Context: an optimization exercise on an open-source flow, tuned for a short achievable clock period and few clock cycles. The choices shown serve that exercise and are no tape-out recipe. Function was checked by simulation only, so behaviour that the tests miss may differ from the original. Power and IR drop assume default switching activity.

==> flow/design.v (excerpt) <==
module cpu_top (
    input  logic            clk,
    input  logic            rst,
    input  logic [cpu_pkg::XLEN-1:0] instr_in,
    input  logic [cpu_pkg::XLEN-1:0] pmem_data_in,
    output logic [cpu_pkg::XLEN-1:0] pc,
    output logic [cpu_pkg::XLEN-1:0] pmem_data_out,
    output logic [cpu_pkg::XLEN-1:0] pmem_addr_out,
    output logic            pmem_write
);
For scale: ~4400 cells after synthesis, ~770 flip-flops, about 83 I/O pins.
Settings: LEC_CHECK=0, CAP_MARGIN=20, CORE_MARGIN=2, CORE_UTILIZATION=40, SETUP_SLACK_MARGIN=2.6, SLEW_MARGIN=20, SYNTH_HIERARCHICAL=1, SYNTH_MINIMUM_KEEP_SIZE=0; clock period 5.0 ns.
run.sh (not shown) runs the stock make flow with config.mk's settings and CLKGATE_MAP_FILE= SYNTH_SCRIPT=/design/flow/synth_recipe.tcl, a recipe that flattens the netlist after the stock synthesis.
Testbench counts at the start, summed over its fixed seeds: cycles 30,664.
Then changed:
--- a/flow/design.v
+++ b/flow/design.v
@@ -289,40 +289,24 @@
     logic d_go, d_adv, d_park, p_ready, d_redir;
     assign d_go    = d_valid && !mispred && !e_park;
     assign d_adv   = d_go && !stall;
     assign d_park  = d_go && stall;
     assign d_redir = d_go && d_guess;
     assign p_ready = e_fast || ((e_cnt_a <= 2'd1) && (e_cnt_b <= 2'd1));
     logic refetch;
     assign refetch = e_park1 && !p_ready;
-    logic [15:0] fpc_n0, fpc_n1;
-    logic        dval_n0, dval_n1, redir0, redir1;
-    logic        take0, take1;                    
-    assign take0  = (op != 3'd2);
-    assign take1  = (op == 3'd2);
-    assign redir0 = d_go && (d_ex ? (take0 != d_bhit) : d_sp);
-    assign redir1 = d_go && (d_ex ? (take1 != d_bhit) : d_sp);
     always_comb begin
-        if (mispred)      fpc_n0 = actual;
-        else if (refetch) fpc_n0 = e_dg ? e_dtgt : e_pred;
-        else if (redir0)  fpc_n0 = (d_ex && !take0) ? d_pc1 : jtgt_d;
-        else if (d_park)  fpc_n0 = fpc;
-        else if (bhit)    fpc_n0 = btgt;
-        else              fpc_n0 = fpc1;
-        if (mispred)      fpc_n1 = actual;
-        else if (refetch) fpc_n1 = e_dg ? e_dtgt : e_pred;
-        else if (redir1)  fpc_n1 = (d_ex && !take1) ? d_pc1 : jtgt_d;
-        else if (d_park)  fpc_n1 = fpc;
-        else if (bhit)    fpc_n1 = btgt;
-        else              fpc_n1 = fpc1;
+        if (mispred)      fpc_n = actual;
+        else if (refetch) fpc_n = e_dg ? e_dtgt : e_pred;
+        else if (d_redir) fpc_n = d_tgt;
+        else if (d_park)  fpc_n = fpc;
+        else if (bhit)    fpc_n = btgt;
+        else              fpc_n = fpc1;
     end
-    assign dval_n0 = !mispred && !refetch && !redir0 && !d_park;
-    assign dval_n1 = !mispred && !refetch && !redir1 && !d_park;
-    assign fpc_n   = ez ? fpc_n1 : fpc_n0;
     logic [BTB_N-1:0] u_hit_v;
     logic        u_hit;
     always_comb begin
         for (int i = 0; i < BTB_N; i++) u_hit_v[i] = bt_v[i] && (bt_pc[i] == u_pc);
     end
     assign u_hit = |u_hit_v;
     always_ff @(posedge clk or posedge rst) begin
         if (rst) begin
@@ -340,17 +324,17 @@
             bt_v          <= '0;
             bt_rr         <= '0;
             u_v           <= 1'b0;
             bt_ctd        <= '0;
             bt_last       <= '0;
             for (int i = 0; i < 8; i++) regs[i] <= '0;
         end else begin
             fpc        <= fpc_n;
-            d_valid    <= ez ? dval_n1 : dval_n0;
+            d_valid    <= !mispred && !refetch && !d_redir && !d_park;
             e_valid    <= d_adv || (e_park && p_ready);
             e_park     <= d_park || (e_park && !p_ready);
             e_park1    <= d_park;
             r_mask     <= e_aq;
             m_lmask    <= e_lq;
             w_lmask    <= m_lmask;
             pmem_write    <= e_valid && e_st;
             pmem_addr_out <= addr;
After rerunning: Wire length goes down slightly; setup slack improves by 0.35 ns; die area is about the same; combinational power goes up by roughly a tenth; core utilization went down by 0.21 points; power increases by a few percent; count of clock-buffer cells in the layout rose by 1; fmax increases by roughly a tenth; worst hold slack hardly moves; synthesized area stays flat; global-route usage went down by 1.0 points.
Testbench counts after the change, summed over its fixed seeds: cycles 30,664.

separate check: timing with driven ports:
In the flow no input, the clock included, has a driving cell. The finished layouts below were timed again as built, in two steps. Step 1, drivers: a clkbuf_16 drives clk and a buf_2 each remaining input, both assumed. Step 2 times the ports against the registers' clock, not the clock port: input delays grow and output delays shrink by t, the midpoint of the rising clock arrivals with the driver on. Three values: no drivers, after step 1, after step 2; two values: the first two.
run	t (ns)	setup slack, ns	hold slack, ns	clock arrival spread, ns
the first run	0.754	1.847 / 1.847 / 1.168	0.357 / 0.357 / 0.357	0.067 / 0.067
the second run	0.752	2.193 / 2.193 / 1.465	0.359 / 0.359 / 0.359	0.041 / 0.041
After both steps setup and hold are still met in every run listed. The setup slack of the second run, which loses most, moves by 0.000 ns with the drivers and by -0.728 ns with both steps.
